Context: an optimization exercise on an open-source flow, tuned for small area and few clock cycles per item. The choices shown serve that exercise and are no tape-out recipe. At most, simulation tests tie the RTL to the original design; equivalence was not proved. Power figures rest on the tool's default switching activity, not on a simulated workload.

## red
==> module grr_dec16, before the edit <==
module grr_dec16 (
    input  logic [3:0]  x,
    output logic [15:0] y
);
    logic [3:0] lo_n;
    logic [3:0] hi_n;
    grr_pre4 u_lo (.x (x[1:0]), .y_n (lo_n));
    grr_pre4 u_hi (.x (x[3:2]), .y_n (hi_n));
    for (genvar i = 0; i < 16; i++)
    begin : g_out
        grr_nor2 u_nor (.a (lo_n[i % 4]), .b (hi_n[i / 4]), .y (y[i]));
    end
endmodule
==> module grr_dec16e, before the edit <==
module grr_dec16e (
    input  logic [3:0]  x,
    input  logic        en,
    output logic [15:0] y
);
    logic [3:0] lo_n;
    logic [3:0] hi_n;
    grr_pre4e u_lo (.x (x[1:0]), .en (en), .y_n (lo_n));
    grr_pre4  u_hi (.x (x[3:2]), .y_n (hi_n));
    for (genvar i = 0; i < 16; i++)
    begin : g_out
        grr_nor2 u_nor (.a (lo_n[i % 4]), .b (hi_n[i / 4]), .y (y[i]));
    end
endmodule
==> module grr_pre4, before the edit <==
module grr_pre4 (
    input  logic [1:0] x,
    output logic [3:0] y_n
);
    always_comb
    begin
        for (int k = 0; k < 4; k++)
        begin
            y_n[k] = (x != 2'(k));
        end
    end
endmodule
==> module grr_pre4e, before the edit <==
module grr_pre4e (
    input  logic [1:0] x,
    input  logic       en,
    output logic [3:0] y_n
);
    always_comb
    begin
        for (int k = 0; k < 4; k++)
        begin
            y_n[k] = !(en && (x == 2'(k)));
        end
    end
endmodule
==> module group_reversal_reorder, before the edit <==
module group_reversal_reorder #(
    parameter int MAX_GROUP = 16
) (
    input  logic                       clk,
    input  logic                       rst_n,
    input  logic                       cfg_we,
    input  logic [grr_pkg::CFG_W-1:0]  cfg_wdata,
    input  logic                       in_valid,
    output logic                       in_stall,
    input  logic signed [31:0]         value,
    input  logic                       last,
    output logic                       out_valid,
    input  logic                       out_stall,
    output logic signed [31:0]         value_res,
    output logic                       run_last,
    output logic                       stream_end
);
    localparam int AW = $clog2(MAX_GROUP);
    logic [grr_pkg::DATA_W-1:0] mem [MAX_GROUP];
    logic [AW-1:0]  szm1_reg;
    logic [AW-1:0]  szm1_new;
    logic [AW-1:0]  wpos_reg;
    logic           wdir_reg;
    logic [AW-1:0]  wcnt_reg;       
    logic [AW-1:0]  wslot;
    logic           cvalid_reg;
    logic [AW-1:0]  rpos_reg;
    logic           rdir_reg;
    logic [AW-1:0]  rcnt_reg;       
    logic           rfin_reg;
    logic [AW-1:0]  rslot;
    logic           nvalid_reg;
    logic [AW-1:0]  npos_reg;
    logic           ndir_reg;
    logic [AW-1:0]  ncnt_reg;       
    logic           nfin_reg;
    logic           take;
    logic           rdone;
    logic           accept;
    logic           size_hit;
    logic           close;
    logic           flip;
    logic [AW-1:0]  cdist;
    logic [AW-1:0]  ndist;
    logic           cbusy;
    logic           nbusy;
    logic           q_block;
    logic [AW-1:0]  d_pos;
    logic           d_dir;
    assign wslot = wpos_reg ^ {AW{wdir_reg}};
    assign rslot = rpos_reg ^ {AW{rdir_reg}};
    assign take  = cvalid_reg && !out_stall;
    assign rdone = take && (rcnt_reg == '0);
    assign szm1_new = (cfg_wdata == '0) ? '0
                    : (cfg_wdata > grr_pkg::CFG_W'(MAX_GROUP)) ? AW'(MAX_GROUP - 1)
                    : AW'(cfg_wdata - grr_pkg::CFG_W'(1));
    assign size_hit = (wcnt_reg >= szm1_reg);
    assign close    = size_hit || last;
    assign flip = size_hit && (szm1_reg >= AW'(MAX_GROUP / 2));
    assign cdist = (wpos_reg ^ {AW{wdir_reg ^ rdir_reg}}) - rpos_reg;
    assign ndist = (wpos_reg ^ {AW{wdir_reg ^ ndir_reg}}) - npos_reg;
    assign cbusy = cvalid_reg && (cdist <= rcnt_reg) && !(take && (cdist == '0));
    assign nbusy = nvalid_reg && (ndist <= ncnt_reg);
    assign q_block  = close && nvalid_reg && !rdone;
    assign in_stall = cbusy || nbusy || q_block;
    assign accept   = in_valid && !in_stall;
    assign d_pos = size_hit ? ~wpos_reg : (wpos_reg - wcnt_reg);
    assign d_dir = size_hit ? !wdir_reg : wdir_reg;
    always_ff @(posedge clk or negedge rst_n)
    begin
        if (!rst_n)
        begin
            szm1_reg   <= '0;
            wpos_reg   <= '0;
            wdir_reg   <= 1'b0;
            wcnt_reg   <= '0;
            cvalid_reg <= 1'b0;
            nvalid_reg <= 1'b0;
        end
        else
        begin
            if (cfg_we)
            begin
                szm1_reg <= szm1_new;
            end
            if (!cvalid_reg || rdone)
            begin
                cvalid_reg <= nvalid_reg || (accept && close);
            end
            if (accept && close && (nvalid_reg || (cvalid_reg && !rdone)))
            begin
                nvalid_reg <= 1'b1;
            end
            else if (!cvalid_reg || rdone)
            begin
                nvalid_reg <= 1'b0;
            end
            if (accept)
            begin
                wcnt_reg <= close ? '0 : (wcnt_reg + AW'(1));
                if (close && flip)
                begin
                    wpos_reg <= ~wpos_reg;
                    wdir_reg <= !wdir_reg;
                end
                else
                begin
                    wpos_reg <= wpos_reg + AW'(1);
                end
            end
        end
    end
    always_ff @(posedge clk)
    begin
        if (!cvalid_reg || rdone)
        begin
            if (nvalid_reg)
            begin
                rpos_reg <= npos_reg;
                rdir_reg <= ndir_reg;
                rcnt_reg <= ncnt_reg;
                rfin_reg <= nfin_reg;
            end
            else
            begin
                rpos_reg <= d_pos;
                rdir_reg <= d_dir;
                rcnt_reg <= wcnt_reg;
                rfin_reg <= last;
            end
        end
        else if (take)
        begin
            rpos_reg <= rpos_reg + AW'(1);
            rcnt_reg <= rcnt_reg - AW'(1);
        end
        if (accept && close)
        begin
            npos_reg <= d_pos;
            ndir_reg <= d_dir;
            ncnt_reg <= wcnt_reg;
            nfin_reg <= last;
        end
    end
    logic [MAX_GROUP-1:0] wsel;
    grr_dec16e u_wdec (.x (wslot), .en (accept), .y (wsel));
    always_ff @(posedge clk)
    begin
        for (int i = 0; i < MAX_GROUP; i++)
        begin
            if (wsel[i])
            begin
                mem[i] <= value;
            end
        end
    end
    logic [MAX_GROUP-1:0] rsel;
    grr_dec16 u_rdec (.x (rslot), .y (rsel));
    for (genvar b = 0; b < grr_pkg::DATA_W; b++)
    begin : g_rd
        logic [MAX_GROUP-1:0] col;
        logic [1:0]           half;
        for (genvar i = 0; i < MAX_GROUP; i++)
        begin : g_col
            assign col[i] = mem[i][b];
        end
        grr_sel8 u_lo (.sel (rsel[7:0]),  .d (col[7:0]),  .y (half[0]));
        grr_sel8 u_hi (.sel (rsel[15:8]), .d (col[15:8]), .y (half[1]));
        grr_or2  u_or (.a (half[0]), .b (half[1]), .y (value_res[b]));
    end
    assign out_valid  = cvalid_reg;
    assign run_last   = (rcnt_reg == '0);
    assign stream_end = (rcnt_reg == '0) && rfin_reg;
endmodule
==> flow/config.mk <==
export PLATFORM = sky130hd
export DESIGN_NAME = group_reversal_reorder
export DESIGN_NICKNAME = group_reversal_reorder
export VERILOG_FILES = /design/flow/design.v
export SDC_FILE = /design/flow/constraint.sdc
export NUM_CORES = 4
export LEC_CHECK = 0
export CAP_MARGIN = 0
export CORE_MARGIN = 2
export CORE_UTILIZATION = 70
export PLACE_DENSITY = 0.8
export SETUP_SLACK_MARGIN = 0.1
export SLEW_MARGIN = 0
export SYNTH_HIERARCHICAL = 1
export SYNTH_MINIMUM_KEEP_SIZE = 0
==> flow/constraint.sdc <==
create_clock -name core_clock -period 5.0 [get_ports {clk}]
set_input_delay 1.0000 -clock core_clock [delete_from_list [all_inputs] [get_ports {clk}]]
set_output_delay 1.0000 -clock core_clock [all_outputs]
set_load 0.01 [all_outputs]
standard.sh (not shown) runs the stock make flow with config.mk's settings and CLKGATE_MAP_FILE= SYNTH_SCRIPT=/design/flow/synth_recipe.tcl, a recipe that flattens the netlist after the stock synthesis.
==> flow/flow/run.sh <==
#!/bin/bash
# Layout flow: the standard ORFS flow (standard.sh, unchanged synthesis), with two
# changes passed as ORFS variables:
#  - port buffers use the smallest buffer cell (every input and output still gets one);
#  - clock tree synthesis uses large clock buffers over large sink clusters and no dummy loads.
# make's full output goes to flow_make.log; each ORFS step keeps its own log under orfs/logs/.
set -euo pipefail
export BUFFER_PORTS_ARGS="-buffer_cell sky130_fd_sc_hd__buf_1"
export CTS_ARGS="-sink_clustering_enable -repair_clock_nets -dont_use_dummy_load -buf_list sky130_fd_sc_hd__clkbuf_8 -sink_clustering_size 16 -sink_clustering_max_diameter 50"
bash standard.sh finish > flow_make.log 2>&1
Testbench counts of red, summed over its fixed seeds: cycles 49,519, words 41,157.
Setup changes, red to blue
diff --git a/flow/design.v b/flow/design.v
--- a/flow/design.v
+++ b/flow/design.v
@@ -20,50 +20,25 @@
     output logic y
 );
     assign y = a || b;
 endmodule
 module grr_dec16 (
     input  logic [3:0]  x,
+    input  logic        en,
     output logic [15:0] y
 );
     logic [3:0] lo_n;
     logic [3:0] hi_n;
-    grr_pre4 u_lo (.x (x[1:0]), .y_n (lo_n));
-    grr_pre4 u_hi (.x (x[3:2]), .y_n (hi_n));
+    grr_pre4 u_lo (.x (x[1:0]), .en (en),   .y_n (lo_n));
+    grr_pre4 u_hi (.x (x[3:2]), .en (1'b1), .y_n (hi_n));
     for (genvar i = 0; i < 16; i++)
     begin : g_out
         grr_nor2 u_nor (.a (lo_n[i % 4]), .b (hi_n[i / 4]), .y (y[i]));
     end
 endmodule
-module grr_dec16e (
-    input  logic [3:0]  x,
-    input  logic        en,
-    output logic [15:0] y
-);
-    logic [3:0] lo_n;
-    logic [3:0] hi_n;
-    grr_pre4e u_lo (.x (x[1:0]), .en (en), .y_n (lo_n));
-    grr_pre4  u_hi (.x (x[3:2]), .y_n (hi_n));
-    for (genvar i = 0; i < 16; i++)
-    begin : g_out
-        grr_nor2 u_nor (.a (lo_n[i % 4]), .b (hi_n[i / 4]), .y (y[i]));
-    end
-endmodule
 module grr_pre4 (
-    input  logic [1:0] x,
-    output logic [3:0] y_n
-);
-    always_comb
-    begin
-        for (int k = 0; k < 4; k++)
-        begin
-            y_n[k] = (x != 2'(k));
-        end
-    end
-endmodule
-module grr_pre4e (
     input  logic [1:0] x,
     input  logic       en,
     output logic [3:0] y_n
 );
     always_comb
     begin
@@ -222,25 +197,25 @@
             ndir_reg <= d_dir;
             ncnt_reg <= wcnt_reg;
             nfin_reg <= last;
         end
     end
     logic [MAX_GROUP-1:0] wsel;
-    grr_dec16e u_wdec (.x (wslot), .en (accept), .y (wsel));
+    grr_dec16 u_wdec (.x (wslot), .en (accept), .y (wsel));
     always_ff @(posedge clk)
     begin
         for (int i = 0; i < MAX_GROUP; i++)
         begin
             if (wsel[i])
             begin
                 mem[i] <= value;
             end
         end
     end
     logic [MAX_GROUP-1:0] rsel;
-    grr_dec16 u_rdec (.x (rslot), .y (rsel));
+    grr_dec16 u_rdec (.x (rslot), .en (1'b1), .y (rsel));
     for (genvar b = 0; b < grr_pkg::DATA_W; b++)
     begin : g_rd
         logic [MAX_GROUP-1:0] col;
         logic [1:0]           half;
         for (genvar i = 0; i < MAX_GROUP; i++)
         begin : g_col
==> run summary <==
On internal cell power, blue does better than red. Met3 capacity usage during global routing | blue above red. Looking at red and blue, the clock power is a wash. Delta (blue minus red): cell area after layout moved up; critical path depth went up by 1.
No functional check of the RTL was part of blue.

==> re-timing with driven ports <==
No port has a modelled driver above. Below, the same layouts with a new extraction and two added sets of constraints.
Step 1 (the two cells are an assumption about what drives the block):
set clk [get_ports {clk}]
set_driving_cell -lib_cell sky130_fd_sc_hd__clkbuf_16 $clk
set_driving_cell -lib_cell sky130_fd_sc_hd__buf_2 [delete_from_list [all_inputs] $clk]
Step 2 times the ports against the registers' clock, not the clock port: input delays grow and output delays shrink by t, the midpoint of the rising clock arrivals with the driver on.
Three values: ideal, step 1, step 2; two values: the first two.
run | t, ns | slack for setup (ns) | latest minus earliest clock arrival (ns)
red | 0.598 | 0.283 / 0.234 / 0.581 | 0.064 / 0.064
blue | 0.608 | 0.273 / 0.225 / 0.632 | 0.061 / 0.060
After both steps setup and hold are still met in every run listed.
